Background: an optimization exercise with open tools, aiming at small area, a short achievable clock period and few clock cycles. Do not read the settings as production practice. Where RTL was checked, it was by simulation tests only, not by an equivalence proof against the original. The RTL of runs 2 to 6 was laid out without a check of its function. Power and IR drop assume default switching activity.

`flow/config.mk`:
```
export PLATFORM = sky130hd
export DESIGN_NAME = ex_stage
export DESIGN_NICKNAME = ex_stage
export VERILOG_FILES = /design/flow/design.v
export SDC_FILE = /design/flow/constraint.sdc
export NUM_CORES = 4
export LEC_CHECK = 0
export ABC_AREA = 1
export CAP_MARGIN = 20
export CORE_MARGIN = 2
export CORE_UTILIZATION = 50
export SLEW_MARGIN = 20
```
`flow/constraint.sdc`:
```
create_clock -name core_clock -period 95.0 [get_ports {clk}]
set_input_delay 19.0000 -clock core_clock [delete_from_list [all_inputs] [get_ports {clk}]]
set_output_delay 19.0000 -clock core_clock [all_outputs]
set_load 0.01 [all_outputs]
```
`flow/flow/run.sh`:
```
#!/bin/bash
# Layout: the standard ORFS flow (standard.sh) with two changes:
#  - technology mapping uses an area-oriented ABC script (flow/abc.script)
#    in place of ORFS's abc_speed/abc_area scripts; everything else in
#    synthesis is ORFS's and the standard flow's own script, so the registers are the
#    standard synthesis's;
#  - ports are buffered with buf_1 cells.
# Each step's full output goes to a log file of its own in this folder.
set -euo pipefail
here=$(pwd)
rm -rf "$here/orfs_scripts"
cp -r "$FLOW_HOME/scripts" "$here/orfs_scripts"
cp "$here/flow/abc.script" "$here/orfs_scripts/abc_speed.script"
cp "$here/flow/abc.script" "$here/orfs_scripts/abc_area.script"
export SCRIPTS_DIR="$here/orfs_scripts"
export BUFFER_PORTS_ARGS="-buffer_cell sky130_fd_sc_hd__buf_1"
bash standard.sh synth > "$here/synth.log" 2>&1
bash standard.sh > "$here/layout.log" 2>&1
```
`flow/design.v`:
```
package ex_pkg;
  localparam int WIDTH_DEFAULT = 32;
  localparam logic [4:0] OP_SLL   = 5'b00000;
  localparam logic [4:0] OP_SRL   = 5'b00001;
  localparam logic [4:0] OP_SRA   = 5'b00010;
  localparam logic [4:0] OP_ROR   = 5'b00011;
  localparam logic [4:0] OP_SLLV  = 5'b00100;
  localparam logic [4:0] OP_SRLV  = 5'b00101;
  localparam logic [4:0] OP_SRAV  = 5'b00110;
  localparam logic [4:0] OP_RORV  = 5'b00111;
  localparam logic [4:0] OP_MUL   = 5'b10000;
  localparam logic [4:0] OP_DIVU  = 5'b10001;
  localparam logic [4:0] OP_MULHU = 5'b10010;
  localparam logic [4:0] OP_REMU  = 5'b10011;
  localparam logic [4:0] OP_ADD   = 5'b10110;
  localparam logic [4:0] OP_SUB   = 5'b10111;
  localparam logic [4:0] OP_AND   = 5'b11000;
  localparam logic [4:0] OP_OR    = 5'b11001;
  localparam logic [4:0] OP_XOR   = 5'b11010;
  localparam logic [4:0] OP_NOR   = 5'b11011;
  localparam logic [4:0] OP_SLT   = 5'b11111;
  typedef enum logic [0:0] {
    ST_IDLE   = 1'b0,
    ST_MULDIV = 1'b1
  } state_e;
  function automatic logic is_muldiv(input logic [4:0] op);
    is_muldiv = (op[4:2] == 3'b100);
  endfunction
endpackage
module ex_stage_rca #(
  parameter int N = 32
) (
  input  logic [N-1:0] a,
  input  logic [N-1:0] b,
  input  logic         ci,
  output logic [N-1:0] s,
  output logic         co
);
  logic [N:0] c;
  always_comb begin
    c[0] = ci;
    for (int i = 0; i < N; i++) begin
      s[i]   = a[i] ^ b[i] ^ c[i];
      c[i+1] = (a[i] & b[i]) | (c[i] & (a[i] ^ b[i]));
    end
    co = c[N];
  end
endmodule
module ex_stage_lzc (
  input  logic [31:0] x,
  output logic [5:0]  n       
);
  always_comb begin
    n = 6'd32;
    for (int i = 0; i < 32; i++) begin
      if (x[i]) n = 6'(31 - i);
    end
  end
endmodule
module ex_stage_funnel (
  input  logic [31:0] hi,
  input  logic [31:0] lo,
  input  logic [4:0]  amt,
  output logic [31:0] y
);
  logic [62:0] s0;
  logic [46:0] s1;
  logic [38:0] s2;
  logic [34:0] s3;
  logic [32:0] s4;
  always_comb begin
    s0 = {hi[30:0], lo};
    s1 = amt[4] ? s0[62:16] : s0[46:0];
    s2 = amt[3] ? s1[46:8]  : s1[38:0];
    s3 = amt[2] ? s2[38:4]  : s2[34:0];
    s4 = amt[1] ? s3[34:2]  : s3[32:0];
    y  = amt[0] ? s4[32:1]  : s4[31:0];
  end
endmodule
module ex_stage
#(
  parameter int WIDTH      = ex_pkg::WIDTH_DEFAULT,
  parameter int MULDIV_LAT = 4
) (
  input  logic             clk,
  input  logic             rst,
  input  logic             flush,
  input  logic             in_valid,
  output logic             in_ready,
  input  logic [4:0]       in_op,
  input  logic [4:0]       in_shamt,
  input  logic [4:0]       in_rd,
  input  logic [4:0]       in_rs_a,
  input  logic [4:0]       in_rs_b,
  input  logic [WIDTH-1:0] in_a,
  input  logic [WIDTH-1:0] in_b,
  input  logic             in_wen,
  output logic             out_valid,
  input  logic             out_ready,
  output logic [WIDTH-1:0] out_result,
  output logic [4:0]       out_rd,
  output logic             out_wen,
  output logic             out_zf,
  output logic             out_of,
  output logic             out_illegal
);
  localparam int M  = 4;           
  localparam int NM = 32 / M;      
  logic        iready_q;
  logic        xvalid_q;
  logic [31:0] xa_q, xb_q;
  logic [4:0]  xop_q, xrd_q;
  logic        xwen_q;
  logic        ovalid_q;
  logic [31:0] ores_q;
  logic [4:0]  ord_q;
  logic        owen_q, ozf_q, oof_q, oill_q;
  logic        rvalid_q;
  logic [31:0] r2_q;
  logic [4:0]  rrd_q;
  logic        rwen_q, rof_q, rill_q;
  logic        mdrun_q, align_q;
  logic [4:0]  cnt_q;
  logic [2:0]  mamt_q;            
  logic x_md, x_div, x_mul, x_hi, x_shift, x_addsub, x_logic, x_slt, x_ill;
  always_comb begin
    x_md     = (xop_q[4:2] == 3'b100);
    x_div    = x_md & xop_q[0];
    x_mul    = x_md & ~xop_q[0];
    x_hi     = xop_q[1];               
    x_shift  = (xop_q[4:3] == 2'b00);
    x_addsub = (xop_q[4:1] == 4'b1011);
    x_logic  = (xop_q[4:2] == 3'b110);
    x_slt    = (xop_q == 5'b11111);
    x_ill    = ~(x_shift | x_md | x_addsub | x_logic | x_slt);
  end
  logic ofree, md_go, md_start, md_sw, md_iter, md_fin, xfire;
  always_comb begin
    ofree    = ~ovalid_q | out_ready;
    md_go    = xvalid_q & x_md & ~mdrun_q & ~rvalid_q;
    md_iter  = mdrun_q & ~align_q;
  end
  logic [5:0] clza, clzb;
  ex_stage_lzc u_lza (.x(xa_q), .n(clza));
  ex_stage_lzc u_lzb (.x(xb_q), .n(clzb));
  logic       bzero, dneg;
  logic [6:0] sdiff;
  logic [5:0] blen, alen;
  logic [3:0] mdig, adig;       
  logic       mswap;
  always_comb begin
    bzero = clzb[5];
    sdiff = {1'b0, clzb} - {1'b0, clza};
    dneg  = sdiff[6];
    blen  = 6'd32 - clzb;
    mdig  = 4'((blen + 6'(M - 1)) / M);
    if (mdig == 4'd0) mdig = 4'd1;
    alen  = 6'd32 - clza;
    adig  = 4'((alen + 6'(M - 1)) / M);
    if (adig == 4'd0) adig = 4'd1;
    mswap = x_mul & (5'(adig) + 5'd2 <= 5'(mdig));
    md_sw    = md_go & mswap;
    md_start = md_go & ~mswap;
  end
  logic [31:0] f_hi, f_lo, sh_y;
  logic [4:0]  f_amt;
  ex_stage_funnel u_fun (.hi(f_hi), .lo(f_lo), .amt(f_amt), .y(sh_y));
  always_comb begin
    if (align_q) begin
      f_hi  = x_hi ? 32'd0 : r2_q;
      f_lo  = x_hi ? r2_q  : xb_q;
      f_amt = {mamt_q, 2'b00};
    end else if (x_md | (xop_q[1:0] == 2'b00)) begin
      f_hi  = {1'b0, xb_q[31:1]};
      f_lo  = {xb_q[0], 31'd0};
      f_amt = ~(x_md ? sdiff[4:0] : xa_q[4:0]);
    end else begin
      f_amt = xa_q[4:0];
      f_lo  = xb_q;
      case (xop_q[1:0])
        2'b01:   f_hi = 32'd0;
        2'b10:   f_hi = {32{xb_q[31]}};
        default: f_hi = xb_q;
      endcase
    end
  end
  logic [31:0]   mhi;
  logic [31:0]   mrow_in [M];
  logic [31:0]   mrow_s  [M];
  logic [M-1:0]  mrow_c;
  logic [31+M:0] msum;
  logic [31:0]   mhi_n, mlo_n;
  always_comb begin
    mhi = md_go ? 32'd0 : r2_q;
    mrow_in[0] = mhi;
    for (int j = 1; j < M; j++) mrow_in[j] = {mrow_c[j-1], mrow_s[j-1][31:1]};
  end
  for (genvar j = 0; j < M; j++) begin : g_mrow
    ex_stage_rca #(.N(32)) u_row (
      .a(mrow_in[j]), .b(xa_q & {32{xb_q[j]}}), .ci(1'b0),
      .s(mrow_s[j]), .co(mrow_c[j]));
  end
  always_comb begin
    msum[31+M:M-1] = {mrow_c[M-1], mrow_s[M-1]};
    for (int j = 0; j < M - 1; j++) msum[j] = mrow_s[j][0];
    mhi_n = msum[31+M:M];
    mlo_n = {msum[M-1:0], xb_q[31:M]};
  end
  logic [31:0] add_bx, sum;
  logic        sub, cout, ovf, slt;
  always_comb begin
    sub    = x_div | xop_q[0];
    add_bx = xb_q ^ {32{sub}};
  end
  ex_stage_rca #(.N(32)) u_add (.a(xa_q), .b(add_bx), .ci(sub), .s(sum), .co(cout));
  always_comb begin
    ovf = (xa_q[31] == add_bx[31]) & (sum[31] != xa_q[31]);
    slt = (xa_q[31] != xb_q[31]) ? xa_q[31] : sum[31];
  end
  logic [31:0] dr_n, dq_n;
  always_comb begin
    dr_n = cout ? sum : xa_q;
    dq_n = {(md_start ? {31{bzero}} : r2_q[30:0]), cout};
  end
  logic [31:0] xres, mdres;
  logic        xres_of;
  always_comb begin
    if (x_div) begin
      mdres = x_hi ? dr_n : dq_n;
    end else begin
      mdres = sh_y;
    end
    xres    = 32'd0;
    xres_of = 1'b0;
    if (x_md) xres = mdres;
    else if (x_shift) xres = sh_y;
    else if (x_addsub) begin
      xres    = sum;
      xres_of = ovf;
    end else if (x_logic) begin
      case (xop_q[1:0])
        2'b00:   xres = xa_q & xb_q;
        2'b01:   xres = xa_q | xb_q;
        2'b10:   xres = xa_q ^ xb_q;
        default: xres = ~(xa_q | xb_q);
      endcase
    end else if (x_slt) xres = {31'd0, slt};
  end
  logic md_next_al;
  always_comb begin
    md_next_al = 1'b0;
    if (md_start) begin
      md_fin     = x_div & (bzero | dneg);
      md_next_al = x_mul & (mdig == 4'd1);
    end else if (align_q) begin
      md_fin = 1'b1;
    end else begin
      md_fin     = (cnt_q == 5'd1) & x_div;
      md_next_al = (cnt_q == 5'd1) & x_mul;
    end
    xfire = xvalid_q & (x_md ? ((md_start | mdrun_q) & md_fin) : ~rvalid_q);
  end
  logic x_byp, o_byp, in_imsh;
  logic ma_x, ma_o, mb_x, mb_o;
  logic [31:0] cap_a, cap_b;
  always_comb begin
    in_imsh = (in_op[4:2] == 3'b000);
    x_byp = xvalid_q & xwen_q & ~x_ill & (xrd_q != 5'd0);
    o_byp = ovalid_q & owen_q & (ord_q != 5'd0);
    ma_x  = x_byp & (in_rs_a == xrd_q);
    ma_o  = o_byp & (in_rs_a == ord_q);
    mb_x  = x_byp & (in_rs_b == xrd_q);
    mb_o  = o_byp & (in_rs_b == ord_q);
    cap_a = ma_x ? xres : (ma_o ? ores_q : in_a);
    if (in_imsh) cap_a[4:0] = in_shamt;
    cap_b = mb_x ? xres : (mb_o ? ores_q : in_b);
  end
  logic        acc, held, mdrun_n, align_n, rvalid_n, ovalid_n, iready_n;
  logic [4:0]  cnt_n;
  logic [31:0] o_val;
  always_comb begin
    acc  = iready_q & in_valid;
    held = xvalid_q & ~xfire;            
    mdrun_n = mdrun_q;
    align_n = 1'b0;
    cnt_n   = cnt_q;
    if (md_start) begin
      mdrun_n = ~md_fin;
      align_n = md_next_al;
      cnt_n   = x_div ? 5'(sdiff[4:0] + 5'd1) : 5'(mdig - 4'd1);
    end else if (mdrun_q) begin
      mdrun_n = ~md_fin;
      align_n = md_next_al;
      cnt_n   = cnt_q - 5'd1;
    end
    rvalid_n = ~ofree & (rvalid_q | xfire);
    ovalid_n = ~ofree | rvalid_q | xfire;
    if (acc)
      iready_n = (in_op[4:2] != 3'b100) & ~rvalid_n;
    else if (held)
      iready_n = x_md ? (align_n | (mdrun_n & (cnt_n == 5'd1) & x_div))
                      : ~rvalid_n;
    else
      iready_n = ~rvalid_n;
    o_val = rvalid_q ? r2_q : xres;
    if (flush | rst) begin
      mdrun_n  = 1'b0;
      align_n  = 1'b0;
      rvalid_n = 1'b0;
      ovalid_n = 1'b0;
      iready_n = 1'b1;
    end
  end
  always_ff @(posedge clk) begin
    xvalid_q <= ~(flush | rst) & (acc | held);
    mdrun_q  <= mdrun_n;
    align_q  <= align_n;
    rvalid_q <= rvalid_n;
    ovalid_q <= ovalid_n;
    iready_q <= iready_n;
    cnt_q    <= cnt_n;
    if (md_start) begin
      mamt_q <= 3'(NM - int'(mdig));
    end
    if (iready_q) begin
      xa_q   <= cap_a;
      xb_q   <= cap_b;
      xop_q  <= in_op;
      xrd_q  <= in_rd;
      xwen_q <= in_wen;
    end else if (x_div & (md_start | md_iter)) begin
      if (cout & md_iter) xa_q <= sum;
      xb_q <= md_start ? sh_y : {1'b0, xb_q[31:1]};
    end else if (md_sw) begin
      xa_q <= xb_q;
      xb_q <= xa_q;
    end else if (x_mul & (md_start | md_iter)) begin
      xb_q <= mlo_n;
    end
    if (~rvalid_q) begin
      if ((md_start | md_iter) & ~md_fin) begin
        r2_q <= x_div ? (md_start ? 32'd0 : dq_n) : mhi_n;
      end else begin
        r2_q   <= xres;
        rrd_q  <= xrd_q;
        rwen_q <= xwen_q & ~x_ill;
        rof_q  <= xres_of;
        rill_q <= x_ill;
      end
    end
    if (ofree) begin
      ores_q <= o_val;
      ozf_q  <= (o_val == 32'd0);
      if (rvalid_q) begin
        ord_q  <= rrd_q;
        owen_q <= rwen_q;
        oof_q  <= rof_q;
        oill_q <= rill_q;
      end else begin
        ord_q  <= xrd_q;
        owen_q <= xwen_q & ~x_ill;
        oof_q  <= xres_of;
        oill_q <= x_ill;
      end
    end
  end
  assign in_ready    = iready_q;
  assign out_valid   = ovalid_q;
  assign out_result  = ores_q;
  assign out_rd      = ord_q;
  assign out_wen     = owen_q;
  assign out_zf      = ozf_q;
  assign out_of      = oof_q;
  assign out_illegal = oill_q;
endmodule
```
`flow/standard.sh`:
```
#!/bin/bash
# synth_recipe.tcl (not shown) runs the flow's synth.tcl, then flattens the netlist and writes it again
# the make line also repeats each setting of config.mk as NAME=value (left out here)
make -C /OpenROAD-flow-scripts/flow DESIGN_CONFIG=/design/flow/config.mk WORK_HOME=/design/flow/orfs CLKGATE_MAP_FILE= SYNTH_SCRIPT=/design/flow/synth_recipe.tcl "${@:-finish}"
```
`flow/flow/abc.script`:
```
strash
&get -n
&st
&deepsyn -T 30
&dch
&nf
&put
```
==> results of run 1 <==
## flip-flops by register name (all words and copies together), names as in the netlist, 3 cells and up
| register | cells |
|---|---|
| xb_q | 32 |
| cnt_q | 5 |
| xrd_q | 5 |
| xa_q | 32 |
| rrd_q | 5 |
| mamt_q | 3 |
| xop_q | 5 |
| ord_q | 5 |
| r2_q | 32 |
| ores_q | 32 |
## worst max-delay path by stage
stage	start	to	slack [ps]	cells past startpoint
final	in_rs_b[4]	xb_q[31]	74210	8
after CTS	in_rs_a[2]	xa_q[2]	74330	11
after global placement	in_rs_a[2]	xa_q[4]	73830	11
after floorplan	in_rs_b[2]	xb_q[31]	73220	8
after global routing	in_rs_b[4]	xb_q[31]	74030	8
after detailed placement	in_rs_a[2]	xa_q[2]	73760	11
## per-layer routing
| layer | share of wire, % | vias to the layer above | GRT usage (%) |
|---|---|---|---|
| met2 | 43 | 1582 | 63.92 |
| met1 | 38 | 9676 | 58.11 |
| met5 | 0 | - | 0 |
| li1 | - | 8366 | - |
| met3 | 13 | 313 | 12.95 |
| met4 | 5.6 | 0 | 25.09 |
## through the flow
step / total power (W) / util, %
2_1_floorplan: 0.0002676 / -
3_3_place_gp: 0.0003451 / 55.09
3_5_place_dp: 0.0003485 / 55.19
4_1_cts: 0.0004226 / 56.75
5_1_grt: 0.0004559 / 56.82
6_report: 0.0004260 / 56.82
## cells by family after synthesis
family | after synthesis
flops | 170
xor+xnor | 62
simple gates | 613
mux | 86
fa+ha+maj | 248
buf+inv | 170
compound gates | 699
## report_power, final
group	internal, W	switching [W]	leakage, nW
Combinational	0.0000948	0.000139	5.49
Clock	0.0000348	0.0000381	0.283
Sequential	0.0000956	0.0000238	1.84
Total	0.000225	0.000201	7.62
## layout make-up
cell class,count,area [µm²],area share (%)
Sequential cell,170,4997,23.52
Tap cell,511,639.4,3.009
Clock buffer,17,425.4,2.002
Multi-Input combinational cell,1708,13380,62.97
Inverter,170,638.1,3.003
Timing Repair Buffer,198,1012,4.763
Clock inverter,15,156.4,0.7360
## worst max-delay path, cell delays in order
cell	delay, ps
buf_1	140
xnor2_1	130
nand3_1	90
nor4_1	370
and3_2	910
clkinv_1	160
o221ai_1	210
a21oi_1	60
## synth_stat cells, drive strengths merged (31+ instances only)
master | number | area [µm²]
o21ai | 138 | 690.7
mux2 | 32 | 360.4
o221ai | 62 | 543.0
nor2 | 219 | 822.0
o22ai | 44 | 275.3
mux2i | 54 | 540.5
fa | 156 | 3123
a221oi | 59 | 516.8
a211oi | 31 | 232.7
clkinv | 170 | 638.1
a222oi | 51 | 510.5
nand3 | 31 | 155.2
xnor2 | 44 | 385.4
a22oi | 43 | 322.8
a21oi | 124 | 620.6
ha | 92 | 1151
nand2 | 257 | 964.7
nor3 | 35 | 175.2
edfxtp | 159 | 4775
==> parameters.txt, run 1 <==
Parameter                              Value

Run status
  Outcome ... no timing/DRC/antenna violations

GRT
  First-pass GRT wire length ... 125.5 mm
  Total gr overflow ... 0
  Largest net degree at the start of global routing ... 45
  Antenna violations before repair ... 1
  Vias in the first global route ... roughly 20,000
  Global-route total usage across every layer ... between 40% and 50%

Placed design
  Count of input and output buffers ... 137
  Placed insts ... 2,756
  Routability congestion estimate ... 0.9883
  Worst setup slack after placement ... 73,760 ps
  Post-detail-place hpwl ... 60.04 mm
  Total cell area at the placement stage ... slightly above 20,000 µm²

Hold path
  Capture endpoint of the worst hold path ... cnt_q[2]
  Worst Hold Path Cells ... 1
  Class of the most critical hold timing path ... reg -> reg
  Start point of the worst min-delay path ... cnt_q[2]

Die
  Total die area ... 39,360 µm²
  Total number of placement rows ... between 70 and 80
  Die outline height ... 198.4 µm
  Chip Width ... 198.4 µm
  Effective utilization at floorplan ... 50.52%
  Io pins ... about 140
  Core Box Area ... 37,400 µm²

Route
  Routed WL per cell ... a little over 30 µm
  Overall via count from detail_route ... ~20,000
  Total detailed-routing wirelength ... 84.48 mm
  DRC viols ... 0
  DR vias/cell ... approximately 7.1
  Count of TritonRoute iterations in the first routing pass ... 8
  Number of DRC violations after detailed-routing iteration 0 ... 3,377
  Final ANT Viol Nets ... 0

CTS
  CTS tree ... built
  Clock root buffer ... clkbuf_16
  Clock transition at the registers of the reported paths ... 80 ps
  Clock buffer count from CTS ... 17
  Cts-stage hold buffer count ... 0
  Bufs on Longest Clock Path ... 2
  # resized after CTS ... 0
  Sink count of the clock tree ... 170
  Setup repair bufs after CTS ... 0
  Clock latency (worst-skew pair) ... about 530 ps
  Max H-tree Level ... 4

STA
  Total negative setup slack ... 0 ps
  Hold violation count in the final report ... 0
  Unrepaired setup endpoints after global routing ... false
  Final setup fails ... 0
  Fin Clk Skew ... about 11 ps
  Pin slew with the least headroom to its limit ... 1103 ps
  Relative slew slack ... 26.22%
  Final setup slack of the worst path ... 74,210 ps
  Fin crit period ... 20,790 ps
  Final Max Tran Viols ... 0
  F_max ... 48.09 MHz
  Worst hold slack ... 535.5 ps
  Period utilisation layout ... 21.89%

Finish
  Area growth syn-to-layout ... 12.46%
  Most frequent cells in the layout ... nand2_1, nor2_1, clkinv_1
  FILL cells ... 3,457
  Most common cell after layout, fill and taps aside ... nand2_1
  Final design area excluding fillers ... between 20,000 and 25,000 µm²
  Count of inserted antenna diode cells ... 0
  Non-filler instance count after layout ... 2,789
  Fraction of final layout cells with drive strength greater than 1 ... 5.136%
  Net count of the finished layout ... 2,608

Worst setup path
  Flop2flop setup slack ... between 70,000 and 80,000 ps
  CP endpoint kind ... flop
  Startpoint class of the critical path ... input pin
  Signal arrival time at the worst endpoint ... 21,070 ps
  Crit-path max FO ... 32
  Critical path required time ... 95,280 ps
  R2r startpoint ... xop_q[3]
  Worst R2R End ... r2_q[30]
  Path type of the worst setup path ... in -> reg
  R2R depth ... between 40 and 50

Synthesis
  Largest family of logic cells by synthesized area ... compound AO/OA/AOI/OAI gates
  EDFF count, synth ... approximately 160
  Yosys synthesis warning count ... 7
  Synthesized netlist net count ... 2,391
  Share of the synthesized area in compound gates (AO/OA/AOI/OAI) ... 26.21%
  Synth Area in XOR/XNOR ... 2.874%
  Post-synthesis mux area share ... 4.768%
  #FFs+latches synth ... 170
  Distinct cell type count of the synthesized netlist ... 59
  Area fraction in and, or, nand and nor cells after synthesis ... 13.72%
  Adder and majority cell fraction of the synthesized area ... between 20% and 30%
  Share of flip-flops with an asynchronous set or reset ... 0%
  Primary flip-flop cell chosen by synthesis mapping ... edfxtp_1
  Post-Syn Area ... 18,900 µm²
  Sequential area share after synthesis ... 26.43%
  Gate count after technology mapping ... 2,048
  Syn Area/Cell ... about 9.2 µm²

Power and ir drop
  Power density of the placed cells ... 20.05 nW/µm²
  Leakage Power ... 7.617 nW
  Max VDD drop ... 0.01720 mV

Flow run
  Maxcap violations ... 0
Testbench counts, summed over its fixed seeds: cycles 32,591.
==> inputs of run 2 (changes only) <==
--- a/flow/design.v
+++ b/flow/design.v
@@ -229,4 +229,6 @@
       mdres = x_hi ? dr_n : dq_n;
-    end else begin
+    end else if (align_q) begin
       mdres = sh_y;
+    end else begin
+      mdres = mlo_n;
     end
@@ -248,5 +250,6 @@
   end
-  logic md_next_al;
+  logic md_next_al, mul_direct;
   always_comb begin
     md_next_al = 1'b0;
+    mul_direct = x_mul & ~x_hi & (mamt_q == 3'd0);
     if (md_start) begin
@@ -257,4 +260,4 @@
     end else begin
-      md_fin     = (cnt_q == 5'd1) & x_div;
-      md_next_al = (cnt_q == 5'd1) & x_mul;
+      md_fin     = (cnt_q == 5'd1) & (x_div | mul_direct);
+      md_next_al = (cnt_q == 5'd1) & x_mul & ~mul_direct;
     end
@@ -277,3 +280,3 @@
   end
-  logic        acc, held, mdrun_n, align_n, rvalid_n, ovalid_n, iready_n;
+  logic        acc, held, mdrun_n, align_n, rvalid_n, ovalid_n, iready_n, mul_direct_n;
   logic [4:0]  cnt_n;
@@ -295,2 +298,3 @@
     end
+    mul_direct_n = x_mul & ~x_hi & ((md_start ? 3'(NM - int'(mdig)) : mamt_q) == 3'd0);
     rvalid_n = ~ofree & (rvalid_q | xfire);
@@ -300,3 +304,3 @@
     else if (held)
-      iready_n = x_md ? (align_n | (mdrun_n & (cnt_n == 5'd1) & x_div))
+      iready_n = x_md ? (align_n | (mdrun_n & (cnt_n == 5'd1) & (x_div | mul_direct_n)))
                       : ~rvalid_n;
--- a/flow/config.mk
+++ b/flow/config.mk
@@ -10,3 +10,3 @@
 export CORE_MARGIN = 2
-export CORE_UTILIZATION = 50
+export CORE_UTILIZATION = 40
 export SLEW_MARGIN = 20
==> parameters.txt, run 2 <==
Parameter                              Value

STA
  Period utilisation layout ... 22.38%
  Relative slew slack ... 18.68%
  F_max ... between 40 and 50 MHz
  Fin Clk Skew ... slightly above 20 ps
  Fin crit period ... 21,260 ps
  Hold violation count in the final report ... 0
  Pin slew with the least headroom to its limit ... 1217 ps
  Final setup fails ... 0
  Final Max Tran Viols ... 0
  Unrepaired setup endpoints after global routing ... false
  Final setup slack of the worst path ... 73,740 ps
  Total negative setup slack ... 0 ps

Die
  Total die area ... just over 50,000 µm²
  Total number of placement rows ... 80
  Die outline height ... 225.0 µm
  Io pins ... 138
  Core Box Area ... 47,950 µm²
  Chip Width ... between 200 and 250 µm
  Effective utilization at floorplan ... 40.73%

Synthesis
  Top cells by area in the synthesized netlist ... edfxtp_1, fa_1, ha_1
  Share of the synthesized area in the top cell type ... 23.99%
  Most instantiated library cell after synthesis ... nor2_1
  Sequential area share after synthesis ... 25.42%
  Distinct cell type count of the synthesized netlist ... between 50 and 60
  Post-Syn Area ... just under 20,000 µm²
  Cell type contributing the most total cell area after synthesis ... edfxtp_1
  Share of flip-flops with an asynchronous set or reset ... 0%
  Primary flip-flop cell chosen by synthesis mapping ... edfxtp_1
  Yosys synthesis warning count ... 7
  #FFs+latches synth ... 170
  Top cells by count, synth ... nor2_1, nand2_1, clkinv_1
  Synthesized netlist net count ... 2,553
  Gate count after technology mapping ... 2,210
  Syn Area/Cell ... between 8 and 9 µm²
  EDFF count, synth ... 156

CTS
  CTS tree ... built
  Clock latency (worst-skew pair) ... ~520 ps
  # resized after CTS ... 0
  Sink count of the clock tree ... 170
  Clock buffer count from CTS ... 17
  Clock root buffer ... clkbuf_16
  Setup repair bufs after CTS ... 0
  Bufs on Longest Clock Path ... 2
  Cts-stage hold buffer count ... 0
  Max H-tree Level ... 4
  Clock transition at the registers of the reported paths ... 80 ps

Placed design
  Count of input and output buffers ... 137
  Routability congestion estimate ... 1.008
  Placed insts ... 3,039
  Post-detail-place hpwl ... 72.93 mm
  Worst setup slack after placement ... 73,290 ps

Power and ir drop
  P_sw ... 0.0002577 W
  Power density of the placed cells ... 23.29 nW/µm²
  Reg power frac ... about a quarter
  Max VDD drop ... 0.02042 mV
  Leakage Power ... 7.969 nW
  Portion of total power attributed to the clock network ... between 10% and 20%
  Switching share of power ... 50.08%
  Cell-internal power ... around 0.00026 W
  Combinational group share of total power ... 60.5%

Route
  Routed WL per cell ... 33.16 µm
  Overall via count from detail_route ... roughly 22,000
  Number of DRC violations after detailed-routing iteration 0 ... 3,758
  Total detailed-routing wirelength ... a little over 100 mm
  DR vias/cell ... 7.054
  DRC viols ... 0
  Final ANT Viol Nets ... 0
  Count of TritonRoute iterations in the first routing pass ... 9

Flow run
  Maxcap violations ... 0

Worst setup path
  Signal arrival time at the worst endpoint ... ~21,000 ps
  Biggest cell delay along the critical path ... 430 ps
  Crit-path max FO ... 28
  Number of buffer and inverter stages on the critical path ... 3
  Path length in cells of the critical path ... 12
  Path type of the worst setup path ... in -> reg
  Startpoint class of the critical path ... input pin
  Sequence of cells on the critical path ... buf_1 > xnor2_1 > nand4_1 > nor3_1 > nand2b_1 > nand2b_1 > buf_4 > clkinv_1 > a222oi_1 > o21ai_0 > a221oi_1 > o221ai_1
  Slowest CP cell ... buf_4
  CP endpoint kind ... flop
  Top Family by Delay on Critical Path ... compound AO/OA/AOI/OAI gates
  R2R depth ... 49
  Library cell appearing most often on the critical path ... nand2b_1
  Critical path required time ... 95,220 ps

Finish
  Non-filler instance count after layout ... 3,071
  Fraction of final layout cells with drive strength greater than 1 ... under 10%
  Area growth syn-to-layout ... 13.15%
  Count of inserted antenna diode cells ... 0
  Most frequent cells in the layout ... nor2_1, nand2_1, clkinv_1
  Net count of the finished layout ... 2,786
  Most common cell after layout, fill and taps aside ... nor2_1

GRT
  Global-route total usage across every layer ... 40.57%
  Vias in the first global route ... 21,300
  Met1 track utilization from global routing ... 53.53%
  Largest net degree at the start of global routing ... 48
  Most heavily used metal layer in global routing ... met2
  Routing usage on met3 ... 11.20%
  Total gr overflow ... 0
  First-pass GRT wire length ... 147.9 mm
  Antenna violations before repair ... 1
  Met2 routing resource usage after global routing ... 60.36%

Hold path
  Class of the most critical hold timing path ... reg -> reg
  Worst Hold Path Cells ... 2

Run status
  Outcome ... no timing/DRC/antenna violations
run 2: final timing paths:
| check | from | slack [ps] | endpoint |
|---|---|---|---|
| max | in_rs_b[1] | 73740 | xb_q[23] |
| min | mamt_q[2] | 530 | mamt_q[2] |
| max reg2reg | rvalid_q | 74970 | r2_q[30] |
| min reg2reg | mamt_q[2] | 530 | mamt_q[2] |
run 2: power by group through the flow:
stage               Sequential, W  Clock [W]  Combinational (W)
floorplan                0.000116          0           0.000206
global placement         0.000129          0           0.000299
detailed placement       0.000128          0           0.000304
CTS                      0.000127  0.0000749           0.000307
global route             0.000129  0.0000768           0.000348
finish                   0.000129  0.0000741           0.000311
run 2: layout make-up:
cell class / count / area, µm²
Fill cell: 4751 / 25850
Multi-Input combinational cell: 1873 / 14060
Sequential cell: 170 / 4967
Timing Repair Buffer: 214 / 1092
Tap cell: 615 / 769.5
Inverter: 167 / 626.9
Clock buffer: 18 / 450.4
Clock inverter: 14 / 125.1
run 2: worst register-to-register path: cells and delay by family, from the launching register on:
| kind | cells | cell delay, ps |
|---|---|---|
| AND/OR/NAND/NOR | 3 | 430 |
| adder cells (fa/ha/maj) | 38 | 17430 |
| buffers and inverters | 7 | 1450 |
| flip-flops | 1 | 320 |
| AO/OA/AOI/OAI | 1 | 100 |
run 2: layer usage:
layer | wire length (µm) | share of wire (%) | vias to the layer above
met1 | 39240 | 39 | 10670
li1 | - | - | 8946
met3 | 12480 | 12 | 389
met4 | 6292 | 6.2 | 2
met5 | 13 | 0.013 | -
met2 | 43820 | 43 | 1660
run 2: cell families after synthesis:
family / Yosys count / share of synthesized area, %
XOR/XNOR: 63 / 2.826
multiplexers: 78 / 4.197
adder cells (fa/ha/maj): 248 / 21.89
AND/OR/NAND/NOR: 759 / 16.50
flip-flops: 170 / 25.42
buffers and inverters: 167 / 3.210
AO/OA/AOI/OAI: 725 / 25.96
run 2: stage by stage:
| stage | instance area, µm² | hold WS (ps) | total power, W | util, % |
|---|---|---|---|---|
| 2_1_floorplan | 19530 | 448.4 | 0.0003218 | - |
| 3_3_place_gp | 21510 | 510.8 | 0.0004276 | 44.87 |
| 3_5_place_dp | 21510 | 515.1 | 0.0004327 | 44.87 |
| 4_1_cts | 22090 | 526.9 | 0.0005089 | 46.07 |
| 5_1_grt | 22100 | 546.9 | 0.0005534 | 46.09 |
| 6_report | 22100 | 533.9 | 0.0005146 | 46.09 |
==> inputs of run 3 (changes only) <==
--- a/flow/flow/run.sh
+++ b/flow/flow/run.sh
@@ -6,3 +6,3 @@
 #    standard synthesis's;
-#  - ports are buffered with buf_1 cells.
+#  - ports are buffered with buf_2 cells.
 # Each step's full output goes to a log file of its own in this folder.
@@ -15,3 +15,3 @@
 export SCRIPTS_DIR="$here/orfs_scripts"
-export BUFFER_PORTS_ARGS="-buffer_cell sky130_fd_sc_hd__buf_1"
+export BUFFER_PORTS_ARGS="-buffer_cell sky130_fd_sc_hd__buf_2"
 bash standard.sh synth > "$here/synth.log" 2>&1
==> parameters.txt, run 3 <==
Parameter                              Value

Die
  Core Box Area ... 47,950 µm²
  Chip Width ... roughly 220 µm
  Total number of placement rows ... 80
  Effective utilization at floorplan ... 40.73%
  Die outline height ... 225.0 µm
  Io pins ... 138
  Total die area ... 50,600 µm²

Power and ir drop
  Reg power frac ... 25.0%
  Combinational group share of total power ... 60.2%
  P_sw ... 0.0002562 W
  Switching share of power ... 49.59%
  Leakage Power ... 8.397 nW
  Cell-internal power ... 0.0002605 W
  Portion of total power attributed to the clock network ... between 10% and 20%
  Max VDD drop ... 0.01712 mV
  Power density of the placed cells ... 23.20 nW/µm²

STA
  Pin slew with the least headroom to its limit ... ~1300 ps
  Hold violation count in the final report ... 0
  Fin Clk Skew ... 14.89 ps
  Worst hold slack ... 528.9 ps
  Final Max Tran Viols ... 0
  Fin crit period ... roughly 21,000 ps
  Unrepaired setup endpoints after global routing ... false
  Period utilisation layout ... 22.42%
  Total negative setup slack ... 0 ps
  Final setup fails ... 0
  F_max ... 46.96 MHz
  Relative slew slack ... 14.22%

Placed design
  Placed insts ... 3,038
  Routability congestion estimate ... 1.011
  Post-detail-place hpwl ... approximately 73 mm
  Count of input and output buffers ... approximately 140

CTS
  Setup repair bufs after CTS ... 0
  Max H-tree Level ... 4
  Cts-stage hold buffer count ... 0
  # resized after CTS ... 0
  Clock latency (worst-skew pair) ... roughly 530 ps
  Clock root buffer ... clkbuf_16
  CTS tree ... built
  Clock buffer count from CTS ... 17
  Sink count of the clock tree ... 170
  Bufs on Longest Clock Path ... 2
  Clock transition at the registers of the reported paths ... 80 ps

Synthesis
  EDFF count, synth ... 156
  Gate count after technology mapping ... 2,210
  Share of flip-flops with an asynchronous set or reset ... 0%
  Post-Syn Area ... 19,530 µm²
  #FFs+latches synth ... 170
  Top cells by area in the synthesized netlist ... edfxtp_1, fa_1, ha_1
  Cell type contributing the most total cell area after synthesis ... edfxtp_1
  Most instantiated library cell after synthesis ... nor2_1
  Primary flip-flop cell chosen by synthesis mapping ... edfxtp_1
  Yosys synthesis warning count ... 7
  Synthesized netlist net count ... 2,553
  Syn Area/Cell ... between 8 and 9 µm²
  Top cells by count, synth ... nor2_1, nand2_1, clkinv_1
  Distinct cell type count of the synthesized netlist ... 54
  Share of the synthesized area in the top cell type ... 23.99%
  Sequential area share after synthesis ... 25.42%

Worst setup path
  Crit-path max FO ... 28
  Signal arrival time at the worst endpoint ... 21,540 ps
  CP endpoint kind ... flop
  Top Family by Delay on Critical Path ... compound AO/OA/AOI/OAI gates
  Number of buffer and inverter stages on the critical path ... 3
  Critical path required time ... approximately 95,000 ps
  Path type of the worst setup path ... in -> reg
  Slowest CP cell ... or4_1
  Sequence of cells on the critical path ... buf_2 > xnor2_1 > nand3_1 > or4_1 > nand2b_1 > buf_4 > clkinv_1 > a222oi_1 > o21ai_0 > a221oi_1 > o221ai_1
  Biggest cell delay along the critical path ... between 400 and 500 ps
  Startpoint class of the critical path ... input pin

Hold path
  Class of the most critical hold timing path ... reg -> reg

GRT
  First-pass GRT wire length ... ~150 mm
  Vias in the first global route ... 21,240
  Antenna violations before repair ... 3
  Largest net degree at the start of global routing ... 48
  Total gr overflow ... 0
  Global-route total usage across every layer ... around 40%

Route
  Routed WL per cell ... 33.37 µm
  Final ANT Viol Nets ... 0
  Overall via count from detail_route ... approximately 22,000
  DRC viols ... 0
  Total detailed-routing wirelength ... 102.5 mm
  DR vias/cell ... 7.077
  Count of TritonRoute iterations in the first routing pass ... 6
  Number of DRC violations after detailed-routing iteration 0 ... 3,516

Finish
  Non-filler instance count after layout ... between 3,000 and 4,000
  Most frequent cells in the layout ... nor2_1, nand2_1, clkinv_1
  Area of all sequential standard cells ... 4967 µm²
  FILL cells ... 4,709
  Net count of the finished layout ... 2,785
  Fraction of final layout cells with drive strength greater than 1 ... between 10% and 20%
  Area of combinational cells with multiple inputs ... ~14,000 µm²
  Most common cell after layout, fill and taps aside ... nor2_1
  Area growth syn-to-layout ... 14.09%

Flow run
  Maxcap violations ... 0

Run status
  Outcome ... no timing/DRC/antenna violations
run 3: cell counts after synthesis:
No cell type changed its count.
run 3: worst register-to-register path, delay by kind of cell, from the launching register on:
| family | cells | cell delay [ps] |
|---|---|---|
| adders and majority gates | 38 | 17180 |
| and+or+nand+nor | 3 | 1570 |
| buffers and inverters | 8 | 830 |
| DFF | 1 | 530 |
| AOI/OAI and AO/OA | 1 | 100 |
run 3: layout make-up:
class	count	area share, %
multi-input combinational	1873	63.10
sequential	170	22.30
clock buffer	21	2.263
inverter	167	2.814
clock inverter	11	0.4268
timing repair buffer	213	5.639
tap	615	3.454
antenna	1	0.01123
run 3: cells by family (layout without fill, tap and decap cells):
family,after synthesis,count (layout),synth area share [%]
compound gates,725,725,25.96
xor+xnor,63,63,2.826
fa+ha+maj,248,248,21.89
buf+inv,167,412,3.210
flops,170,170,25.42
mux,78,78,4.197
other cells,0,1,0
simple gates,759,759,16.50
run 3: path summary, 6_finish.rpt:
path | startpoint | to | slack (ps) | cells past startpoint
worst max-delay path | in_rs_b[1] | xb_q[22] | 73700 | 11
worst min-delay path | rill_q | oill_q | 530 | 2
worst max register to register | xop_q[2] | r2_q[30] | 74510 | 50
worst min register to register | rill_q | oill_q | 530 | 2
run 3: power by group through the flow:
stage / combinational, W / clock (W) / sequential [W]
floorplan: 0.000206 / 0 / 0.000116
global placement: 0.000299 / 0 / 0.000128
detailed placement: 0.000305 / 0 / 0.000128
CTS: 0.000308 / 0.0000766 / 0.000127
global route: 0.000346 / 0.0000794 / 0.000129
finish: 0.000311 / 0.0000768 / 0.000129
run 3: stage by stage:
stage / instance area, µm² / total power (W) / setup WS, ps / util [%]
final: 22280 / 0.0005168 / 73700 / 46.47
after global routing: 22280 / 0.0005549 / 73560 / 46.46
after detailed placement: 21670 / 0.0004332 / 73290 / 45.20
after CTS: 22270 / 0.0005112 / 73820 / 46.45
after global placement: 21670 / 0.0004276 / 73360 / 45.20
after floorplan: 19530 / 0.0003218 / 73340 / -
run 3: per-layer routing:
metal | vias up | share of wire (%) | global-route usage, %
met2 | 1788 | 43 | 60.00
li1 | 8936 | - | -
met3 | 380 | 13 | 11.42
met5 | - | 0.011 | 0
met1 | 10630 | 38 | 53.38
met4 | 2 | 6.2 | 23.48
==> inputs of run 4 (changes only) <==
--- a/flow/design.v
+++ b/flow/design.v
@@ -193,3 +193,3 @@
   always_comb begin
-    mhi = md_go ? 32'd0 : r2_q;
+    mhi = r2_q;                  
     mrow_in[0] = mhi;
@@ -343,6 +343,6 @@
     end
-    if (~rvalid_q) begin
+    if (~rvalid_q | ofree) begin
       if ((md_start | md_iter) & ~md_fin) begin
-        r2_q <= x_div ? (md_start ? 32'd0 : dq_n) : mhi_n;
-      end else begin
+        r2_q <= x_div ? (md_start ? r2_q : dq_n) : mhi_n;
+      end else if (xfire & ~ofree) begin
         r2_q   <= xres;
@@ -352,2 +352,4 @@
         rill_q <= x_ill;
+      end else begin
+        r2_q <= 32'd0;
       end
==> flow/flow/abc.script (replaced) <==
strash
&get -n
&st
&deepsyn -T 30
&dch
&nf
&put
buffer -c
topo
stime -c
upsize -c
dnsize -c
==> parameters.txt, run 4 <==
Parameter                              Value

Route
  Routed WL per cell ... 32.00 µm
  Count of TritonRoute iterations in the first routing pass ... 10
  DRC viols ... 0
  Overall via count from detail_route ... 21,000
  Total detailed-routing wirelength ... 96.76 mm
  Number of DRC violations after detailed-routing iteration 0 ... 3,345
  Final ANT Viol Nets ... 0
  DR vias/cell ... 6.943

CTS
  CTS tree ... built
  Bufs on Longest Clock Path ... 2
  Setup repair bufs after CTS ... 0
  Clock root buffer ... clkbuf_16
  # resized after CTS ... 0
  Clock buffer count from CTS ... 17
  Clock transition at the registers of the reported paths ... 80 ps
  Cts-stage hold buffer count ... 0
  Max H-tree Level ... 4
  Sink count of the clock tree ... 170
  Clock latency (worst-skew pair) ... approximately 520 ps

Finish
  Area of combinational cells with multiple inputs ... 13,760 µm²
  FILL cells ... 4,994
  Net count of the finished layout ... 2,678
  Fraction of final layout cells with drive strength greater than 1 ... 13.50%
  Final design area excluding fillers ... 22,070 µm²
  Area of all sequential standard cells ... 4966 µm²
  Most frequent cells in the layout ... nand2_1, nor2_1, inv_1
  Area growth syn-to-layout ... 9.567%
  Final core area utilization ... 44.17%
  Most common cell after layout, fill and taps aside ... nand2_1

Worst setup path
  R2r startpoint ... xa_q[0]
  Signal arrival time at the worst endpoint ... 21,590 ps
  CP Capture Point ... xb_q[14]
  Crit path launch ... in_rs_b[1]
  Flop2flop setup slack ... 75,820 ps
  Worst R2R End ... r2_q[30]
  Sequence of cells on the critical path ... buf_2 > xor2_1 > nor4_1 > or2_2 > o22ai_1 > a221o_1 > a2111oi_0
  Crit-path max FO ... 20
  Startpoint class of the critical path ... input pin
  CP endpoint kind ... flop
  R2R depth ... 45
  Slowest CP cell ... or2_2
  Critical path required time ... 95,300 ps
  Biggest cell delay along the critical path ... 750 ps
  Path type of the worst setup path ... in -> reg

STA
  Unrepaired setup endpoints after global routing ... false
  F_max ... 46.96 MHz
  Final Max Tran Viols ... 0
  Period utilisation layout ... 22.41%
  Final setup slack of the worst path ... around 74,000 ps
  Total negative setup slack ... 0 ps
  Relative slew slack ... 19.42%
  Hold violation count in the final report ... 0
  Final setup fails ... 0
  Pin slew with the least headroom to its limit ... 1206 ps
  Fin crit period ... 21,290 ps
  Fin Clk Skew ... 13.08 ps

Synthesis
  Synthesized netlist net count ... 2,650
  Syn Area/Cell ... 8.730 µm²
  Distinct cell type count of the synthesized netlist ... just over 80
  #FFs+latches synth ... 170
  Share of flip-flops with an asynchronous set or reset ... 0%
  Sequential area share after synthesis ... 24.65%
  Top cells by area in the synthesized netlist ... edfxtp_1, fa_1, ha_1
  Cell type contributing the most total cell area after synthesis ... edfxtp_1
  Most instantiated library cell after synthesis ... nand2_1
  Gate count after technology mapping ... ~2,300
  EDFF count, synth ... 156
  Post-Syn Area ... 20,140 µm²
  Share of the synthesized area in the top cell type ... 23.26%
  Top cells by count, synth ... nand2_1, nor2_1, inv_1
  Primary flip-flop cell chosen by synthesis mapping ... edfxtp_1
  Yosys synthesis warning count ... 7

Power and ir drop
  Power density of the placed cells ... ~15 nW/µm²
  Reg power frac ... 32.1%
  Cell-internal power ... 0.0001793 W
  Switching share of power ... 44.50%
  Leakage Power ... 8.802 nW
  P_sw ... 0.0001438 W
  Max VDD drop ... roughly 0.016 mV
  Combinational group share of total power ... about 44%
  Final Total Pwr ... 0.0003231 W
  Portion of total power attributed to the clock network ... 24.3%

GRT
  First-pass GRT wire length ... between 100 and 150 mm
  Vias in the first global route ... between 20,000 and 25,000
  Total gr overflow ... 0
  Antenna violations before repair ... 4
  Largest net degree at the start of global routing ... 41
  Global-route total usage across every layer ... a little over a third

Placed design
  Routability congestion estimate ... 1.012
  Count of input and output buffers ... 137
  Total cell area at the placement stage ... 21,410 µm²
  Worst setup slack after placement ... 73,280 ps
  Post-detail-place hpwl ... 69.40 mm

Die
  Total number of placement rows ... 82
  Die outline height ... approximately 230 µm
  Core Box Area ... 49,970 µm²
  Effective utilization at floorplan ... 40.31%
  Chip Width ... 228.4 µm
  Io pins ... 138
  Total die area ... 52,160 µm²

Flow run
  Maxcap violations ... 0

Hold path
  Class of the most critical hold timing path ... reg -> reg

Run status
  Outcome ... no timing/DRC/antenna violations
## run 4: final cells by class
class	count	area share (%)
diodes	4	0.04536
clock buffers	17	1.928
clock inverters	15	0.9072
inverters	191	3.249
multi-input cells	1756	62.34
flip-flops and latches	170	22.50
well taps	672	3.810
repair buffers	199	5.216
## run 4: worst max-delay path, delay by kind of cell
kind	cells	cell delay (ps)
AO/OA/AOI/OAI	3	850
buffers and inverters	1	120
AND/OR/NAND/NOR	2	1460
XOR/XNOR	1	140
## run 4: worst min path at each step
stage	from	end	slack, ps	cells after the start
2_1_floorplan	mamt_q[1]	mamt_q[1]	450	2
3_3_place_gp	mamt_q[1]	mamt_q[1]	470	2
3_5_place_dp	mamt_q[1]	mamt_q[1]	470	2
4_1_cts	mamt_q[1]	mamt_q[1]	480	2
5_1_grt	mamt_q[1]	mamt_q[1]	530	2
6_report	mamt_q[1]	mamt_q[1]	480	2
## run 4: metal layers
metal	up-vias	global-route usage [%]	share of wire (%)
met3	379	13.16	14
met1	10250	46.37	38
met2	1741	54.56	43
met5	-	0	0
li1	8621	-	-
met4	0	19.73	5.8
## run 4: cell families after synthesis
family | synth area share (%)
AOI/OAI and AO/OA | 25.97
and+or+nand+nor | 13.95
buffers and inverters | 7.517
adders and majority gates | 21.22
DFF | 24.65
muxes | 4.038
xor gates and xnor gates | 2.653
## run 4: power by group through the flow
| stage | combinational [W] | clock (W) | sequential, W |
|---|---|---|---|
| 4_1_cts | 0.000138 | 0.0000796 | 0.000103 |
| 3_5_place_dp | 0.000137 | 0 | 0.000104 |
| 6_report | 0.000141 | 0.0000784 | 0.000104 |
| 3_3_place_gp | 0.000135 | 0 | 0.000104 |
| 2_1_floorplan | 0.0000925 | 0 | 0.0000971 |
| 5_1_grt | 0.000154 | 0.0000811 | 0.000104 |
## run 4: per-stage QoR
| stage | std cells | hold WS [ps] |
|---|---|---|
| 3_5_place_dp | 2987 | 467.1 |
| 2_1_floorplan | 2307 | 448.9 |
| 6_report | 3024 | 481.9 |
| 3_3_place_gp | 2987 | 474.7 |
| 5_1_grt | 3020 | 532.9 |
| 4_1_cts | 3019 | 482.4 |
==> inputs of run 5 (changes only) <==
--- a/flow/config.mk
+++ b/flow/config.mk
@@ -11,2 +11,3 @@
 export CORE_UTILIZATION = 40
+export GPL_TIMING_DRIVEN = 0
 export SLEW_MARGIN = 20
==> parameters.txt, run 5 <==
Parameter                              Value

Worst setup path
  Sequence of cells on the critical path ... buf_2 > xor2_1 > nor3_1 > nand4_1 > nand3_1 > clkbuf_1 > clkbuf_1 > o22ai_1 > nor3_1 > o221ai_1 > a21oi_1
  CP Capture Point ... xb_q[17]
  Flop2flop setup slack ... 73,760 ps
  Biggest cell delay along the critical path ... 950 ps
  Crit-path max FO ... 10
  R2R depth ... a little under 50
  R2r startpoint ... xop_q[0]
  Critical path required time ... 95,390 ps
  Startpoint class of the critical path ... input pin
  Slowest CP cell ... clkbuf_1
  Signal arrival time at the worst endpoint ... roughly 23,000 ps
  Crit path launch ... in_rs_b[3]
  CP endpoint kind ... flop
  Path type of the worst setup path ... in -> reg
  Worst R2R End ... ozf_q

Die
  Effective utilization at floorplan ... 40.31%
  Die outline height ... 228.4 µm
  Core Box Area ... 49,970 µm²
  Chip Width ... between 200 and 250 µm
  Io pins ... 138
  Total number of placement rows ... 82
  Total die area ... 52,160 µm²

STA
  Hold violation count in the final report ... 0
  Unrepaired setup endpoints after global routing ... false
  F_max ... approximately 45 MHz
  Final Max Tran Viols ... 2
  Relative slew slack ... -6.231%
  Pin slew with the least headroom to its limit ... roughly 1600 ps
  Final setup slack of the worst path ... 72,660 ps
  Final setup fails ... 0
  Total negative setup slack ... 0 ps
  Fin Clk Skew ... 16.91 ps
  Fin crit period ... 22,340 ps
  Period utilisation layout ... a little under a quarter

Finish
  Net count of the finished layout ... 2,826
  Area growth syn-to-layout ... 12.92%
  Most common cell after layout, fill and taps aside ... nand2_1
  Non-filler instance count after layout ... about 3,200
  Fraction of final layout cells with drive strength greater than 1 ... between 10 and 15%
  FILL cells ... 5,026
  Most frequent cells in the layout ... nand2_1, nor2_1, inv_1

Synthesis
  Top cells by area in the synthesized netlist ... edfxtp_1, fa_1, ha_1
  Most instantiated library cell after synthesis ... nand2_1
  Yosys synthesis warning count ... 7
  Gate count after technology mapping ... approximately 2,300
  Primary flip-flop cell chosen by synthesis mapping ... edfxtp_1
  Syn Area/Cell ... 8.730 µm²
  #FFs+latches synth ... 170
  Share of the synthesized area in the top cell type ... around a quarter
  Synthesized netlist net count ... 2,650
  Share of flip-flops with an asynchronous set or reset ... 0%
  Top cells by count, synth ... nand2_1, nor2_1, inv_1
  Distinct cell type count of the synthesized netlist ... 81
  Sequential area share after synthesis ... between 20% and 30%
  EDFF count, synth ... about 160
  Cell type contributing the most total cell area after synthesis ... edfxtp_1
  Post-Syn Area ... 20,140 µm²

Route
  DRC viols ... 0
  Overall via count from detail_route ... 23,510
  Final ANT Viol Nets ... 0
  Total detailed-routing wirelength ... ~140 mm
  Routed WL per cell ... 43.12 µm
  Count of TritonRoute iterations in the first routing pass ... 8
  DR vias/cell ... 7.397
  Number of DRC violations after detailed-routing iteration 0 ... 4,574

Placed design
  Worst setup slack after placement ... 72,180 ps
  Placed insts ... 3,134
  Routability congestion estimate ... 1.113
  Post-detail-place hpwl ... 103.3 mm
  Count of input and output buffers ... 137

CTS
  Max H-tree Level ... 4
  Bufs on Longest Clock Path ... 2
  # resized after CTS ... 0
  Setup repair bufs after CTS ... 0
  Sink count of the clock tree ... 170
  Clock transition at the registers of the reported paths ... 90 ps
  Clock root buffer ... clkbuf_16
  Cts-stage hold buffer count ... 0
  Clock latency (worst-skew pair) ... 550 ps
  CTS tree ... built
  Clock buffer count from CTS ... 17

Hold path
  Class of the most critical hold timing path ... reg -> reg

GRT
  Total gr overflow ... 0
  Antenna violations before repair ... 12
  Global-route total usage across every layer ... between 50% and 60%
  First-pass GRT wire length ... roughly 180 mm
  Vias in the first global route ... 22,460
  Largest net degree at the start of global routing ... 42

Power and ir drop
  Final Total Pwr ... 0.0003474 W
  Combinational group share of total power ... roughly 49%
  Cell-internal power ... 0.0001800 W
  Switching share of power ... 48.16%
  Leakage Power ... around 9.1 nW
  P_sw ... 0.0001673 W
  Portion of total power attributed to the clock network ... 23.1%
  Reg power frac ... 28.4%
  Max VDD drop ... 0.01559 mV
  Power density of the placed cells ... between 15 and 20 nW/µm²

Run status
  Layout check fault list ... capacitance limit, slew limit
  Outcome ... complete, but fails checks

Flow run
  Maxcap violations ... 1
## run 5: changes by cell type in the layout (fill, tap and decap cells not counted), moves of 5 or more
cell and delta:
clkbuf_1 +112, buf_4 -48, clkbuf_2 +33, buf_2 +22, buf_1 +15, buf_6 +9, diode_2 +6, clkinv_8 +5
nor4_1 -5, nor4_2 +5
## run 5: worst max-delay path: cells and delay by family
kind / cells / cell delay, ps
AO/OA/AOI/OAI: 3 / 610
buffers and inverters: 3 / 1790
XOR/XNOR: 1 / 140
AND/OR/NAND/NOR: 4 / 1180
## run 5: final cells by class
type / instances / area [µm²] / share of cell area (%)
Clock inverter: 15 / 220.2 / 0.9683
Timing Repair Buffer: 157 / 933.4 / 4.104
Antenna cell: 10 / 25.02 / 0.1100
Tap cell: 672 / 840.8 / 3.697
Multi-Input combinational cell: 1756 / 13770 / 60.55
Clock buffer: 17 / 425.4 / 1.870
Buffer: 190 / 843.3 / 3.708
Sequential cell: 170 / 4965 / 21.83
Inverter: 191 / 719.4 / 3.163
## run 5: worst min path at each step
stage / cells past startpoint / from / to / slack [ps]
global placement: 2 / mamt_q[1] / mamt_q[1] / 490
finish: 2 / mamt_q[1] / mamt_q[1] / 520
detailed placement: 2 / mamt_q[1] / mamt_q[1] / 500
floorplan: 2 / mamt_q[1] / mamt_q[1] / 450
CTS: 2 / mamt_q[1] / mamt_q[1] / 510
global route: 2 / mamt_q[1] / mamt_q[1] / 540
## run 5: layer usage
layer | share of wire [%] | track usage, % | wire length, µm | vias to the layer above
li1 | - | - | - | 8915
met1 | 35 | 61.16 | 48460 | 11480
met2 | 40 | 71.41 | 54470 | 2392
met3 | 16 | 26.55 | 21480 | 703
met4 | 9.0 | 37.60 | 12370 | 18
met5 | 0.19 | 0.5515 | 266 | -
## run 5: cells by family after synthesis
| logic type | Yosys count | share of synthesized area [%] |
|---|---|---|
| compound gates | 725 | 25.97 |
| xor+xnor | 61 | 2.653 |
| fa+ha+maj | 248 | 21.22 |
| buf+inv | 381 | 7.517 |
| flops | 170 | 24.65 |
| mux | 77 | 4.038 |
| simple gates | 645 | 13.95 |
## run 5: through the flow
step / hold slack (ps) / instance area, µm² / util (%)
after global placement: 491.6 / 21670 / 43.36
final: 515.4 / 22740 / 45.52
after CTS: 511.4 / 22670 / 45.36
after floorplan: 448.9 / 20140 / -
after detailed placement: 500.1 / 22020 / 44.07
after global routing: 543.6 / 22720 / 45.47
## run 5: power by group through the flow
stage / combinational [W] / clock, W / sequential (W)
3_3_place_gp: 0.000157 / 0 / 0.0000990
4_1_cts: 0.000160 / 0.0000791 / 0.0000977
3_5_place_dp: 0.000158 / 0 / 0.0000994
2_1_floorplan: 0.0000925 / 0 / 0.0000971
6_report: 0.000168 / 0.0000803 / 0.0000986
5_1_grt: 0.000176 / 0.0000814 / 0.0000989
==> inputs of run 6 (changes only) <==
==> flow/flow/abc.script (replaced) <==
strash
&get -n
&st
&deepsyn -T 30
&dch
&nf
&put
--- a/flow/config.mk
+++ b/flow/config.mk
@@ -11,3 +11,2 @@
 export CORE_UTILIZATION = 40
-export GPL_TIMING_DRIVEN = 0
 export SLEW_MARGIN = 20
==> parameters.txt, run 6 <==
Parameter                              Value

Run status
  Outcome ... no timing/DRC/antenna violations

Synthesis
  Syn Area/Cell ... 9.077 µm²
  Share of the synthesized area in the top cell type ... 24.38%
  Sequential area share after synthesis ... 25.84%
  Synthesized netlist net count ... 2,460
  Distinct cell type count of the synthesized netlist ... 59
  Gate count after technology mapping ... 2,117
  #FFs+latches synth ... 170
  Top cells by area in the synthesized netlist ... edfxtp_1, fa_1, ha_1
  Yosys synthesis warning count ... 7
  EDFF count, synth ... 156
  Top cells by count, synth ... nand2_1, nor2_1, clkinv_1
  Share of flip-flops with an asynchronous set or reset ... 0%
  Post-Syn Area ... 19,220 µm²
  Cell type contributing the most total cell area after synthesis ... edfxtp_1
  Most instantiated library cell after synthesis ... nand2_1
  Primary flip-flop cell chosen by synthesis mapping ... edfxtp_1

Worst setup path
  Library cell appearing most often on the critical path ... o21ai_0
  CP endpoint kind ... flop
  Crit-path max FO ... 20
  Path type of the worst setup path ... in -> reg
  Biggest cell delay along the critical path ... 850 ps
  Signal arrival time at the worst endpoint ... 21,780 ps
  Slowest CP cell ... nand3_2
  Startpoint class of the critical path ... input pin
  Sequence of cells on the critical path ... buf_2 > xnor2_1 > nand3_1 > nor4_1 > nand3_2 > o22ai_1 > nor2_1 > o21ai_0 > a31oi_1 > o21ai_0 > a21oi_1
  Critical path required time ... 95,260 ps

Power and ir drop
  P_sw ... 0.0001434 W
  Max VDD drop ... approximately 0.011 mV
  Cell-internal power ... 0.0001814 W
  Portion of total power attributed to the clock network ... ~25%
  Combinational group share of total power ... between 40% and 50%
  Switching share of power ... 44.14%
  Final Total Pwr ... 0.0003248 W
  Leakage Power ... 8.125 nW
  Power density of the placed cells ... 14.84 nW/µm²
  Reg power frac ... 31.7%

Finish
  Area growth syn-to-layout ... 13.90%
  Most frequent cells in the layout ... nand2_1, nor2_1, clkinv_1
  Net count of the finished layout ... 2,675
  Most common cell after layout, fill and taps aside ... nand2_1
  FILL cells ... 4,651
  Non-filler instance count after layout ... just under 3,000
  Fraction of final layout cells with drive strength greater than 1 ... a little over a tenth

STA
  Hold violation count in the final report ... 0
  Final Max Tran Viols ... 0
  F_max ... 46.46 MHz
  Unrepaired setup endpoints after global routing ... false
  Fin crit period ... 21,520 ps
  Pin slew with the least headroom to its limit ... ~1300 ps
  Total negative setup slack ... 0 ps
  Final setup slack of the worst path ... about 73,000 ps
  Relative slew slack ... 11.65%
  Period utilisation layout ... 22.66%
  Final setup fails ... 0
  Fin Clk Skew ... 16.18 ps

Route
  DR vias/cell ... 7.124
  Total detailed-routing wirelength ... 97.67 mm
  DRC viols ... 0
  Final ANT Viol Nets ... 0
  Routed WL per cell ... 32.98 µm
  Number of DRC violations after detailed-routing iteration 0 ... between 3,000 and 4,000
  Overall via count from detail_route ... approximately 21,000
  Count of TritonRoute iterations in the first routing pass ... 9

CTS
  Max H-tree Level ... 4
  Sink count of the clock tree ... 170
  Cts-stage hold buffer count ... 0
  Bufs on Longest Clock Path ... 2
  Clock transition at the registers of the reported paths ... ~80 ps
  Setup repair bufs after CTS ... 0
  Clock root buffer ... clkbuf_16
  Clock latency (worst-skew pair) ... 530 ps
  # resized after CTS ... 0
  Clock buffer count from CTS ... 17
  CTS tree ... built

Die
  Io pins ... around 140
  Total number of placement rows ... 80
  Core Box Area ... 47,550 µm²
  Die outline height ... 223.2 µm
  Effective utilization at floorplan ... 40.42%
  Total die area ... between 40,000 and 50,000 µm²
  Chip Width ... 223.2 µm

Placed design
  Post-detail-place hpwl ... between 70 and 80 mm
  Routability congestion estimate ... 1.065
  Worst setup slack after placement ... 73,260 ps
  Count of input and output buffers ... 137
  Placed insts ... approximately 2,900

GRT
  Largest net degree at the start of global routing ... 41
  First-pass GRT wire length ... about 140 mm
  Global-route total usage across every layer ... 38.99%
  Vias in the first global route ... 20,630
  Antenna violations before repair ... 3
  Total gr overflow ... 0

Flow run
  Maxcap violations ... 0

Hold path
  Class of the most critical hold timing path ... reg -> reg
==> run 6: cell types whose count changed in the layout (fill, tap and decap cells not counted), moves of 10 or more <==
cell	delta
clkinv_1	+189
inv_1	-188
clkbuf_1	-112
buf_4	+44
mux2_1	+34
mux2_2	-34
clkbuf_2	-33
buf_2	-21
buf_1	-15
o21ai_0	+13
o21ai_1	-13
o221a_1	+10
o221a_2	-10
==> run 6: power by group through the flow <==
| stage | Clock [W] | Sequential (W) | Combinational, W |
|---|---|---|---|
| 6_report | 0.0000795 | 0.000103 | 0.000142 |
| 5_1_grt | 0.0000824 | 0.000103 | 0.000154 |
| 4_1_cts | 0.0000800 | 0.000102 | 0.000139 |
| 3_5_place_dp | 0 | 0.000104 | 0.000137 |
| 3_3_place_gp | 0 | 0.000104 | 0.000135 |
| 2_1_floorplan | 0 | 0.000100 | 0.0000866 |
==> run 6: worst max-delay path, delay by kind of cell <==
family | cells | cell delay [ps]
simple gates | 4 | 1700
compound gates | 5 | 800
xor+xnor | 1 | 140
buf+inv | 1 | 120
==> run 6: metrics by stage <==
stage                     utilization (%)  hold WS (ps)  instance area [µm²]
final                               46.03         489.6                21890
after global routing                46.03         523.2                21880
after CTS                           46.00         494.9                21870
after detailed placement            44.69         483.7                21250
after global placement              44.61         479.5                21210
after floorplan                         -         448.9                19220
==> run 6: final cells by class <==
type,count,area [µm²],share of cell area [%]
well taps,615,769.5,3.516
flip-flops and latches,170,4966,22.69
clock buffers,17,425.4,1.944
clock inverters,15,197.7,0.9032
multi-input cells,1756,13680,62.48
inverters,191,716.9,3.276
diodes,1,2.502,0.01143
repair buffers,196,1134,5.179
==> run 6: logic make-up (layout without fill, tap and decap cells) <==
group	Yosys count	in the layout	synth area share [%]
AOI/OAI and AO/OA	725	725	26.74
and+or+nand+nor	645	645	14.44
DFF	170	170	25.84
other	0	1	0
xor gates and xnor gates	61	61	2.780
buffers and inverters	191	419	3.731
muxes	77	77	4.232
adders and majority gates	248	248	22.24
==> run 6: worst paths after layout <==
kind         startpoint         to  slack, ps  cells after the start
min reg2reg   mamt_q[1]  mamt_q[1]        490                      2
min           mamt_q[1]  mamt_q[1]        490                      2
max          in_rs_b[2]    xb_q[4]      73480                     11
max reg2reg     xb_q[0]      ozf_q      75370                     46
==> run 6: metal layers <==
layer	wire, µm	track usage [%]	share of wire, %
met5	27	0.5865	0.028
met4	6675	23.62	6.8
met3	12500	12.60	13
met2	42080	58.40	43
met1	36380	48.97	37

what the ideal ports hide:
How much do the figures lean on ideal ports? The routed layouts below were timed once more, with nothing changed but the port constraints. Step 1: set_driving_cell puts a clkbuf_16 on clk and a buf_2 on each other input, an assumption about the parent block. Step 2 adds t to the input delays and takes it off the output delays; t is the mean of the earliest and latest rising clock arrival at the registers after step 1. Input paths then give back, and output paths get back, about the clock's delay inside the block. a / b / c = ideal ports / drivers / drivers and shift; a / b = the first two.
| run | t (ns) | setup WS [ns] | worst data-port slew with drivers (ns) | pins driven straight from the clock port |
|---|---|---|---|---|
| run 1 | 0.579 | 74.206 / 74.242 / 73.664 | 0.06 | 1 |
| run 2 | 0.567 | 73.740 / 73.769 / 73.202 | 0.07 | 1 |
| run 3 | 0.573 | 73.704 / 73.735 / 73.162 | 0.05 | 1 |
| run 4 | 0.571 | 73.706 / 73.742 / 73.170 | 0.05 | 1 |
| run 5 | 0.599 | 72.661 / 72.686 / 72.087 | 0.06 | 1 |
| run 6 | 0.576 | 73.477 / 73.512 / 72.936 | 0.05 | 1 |
The setup slack of run 5, which loses most, moves by +0.025 ns with the drivers and by -0.574 ns with both steps.
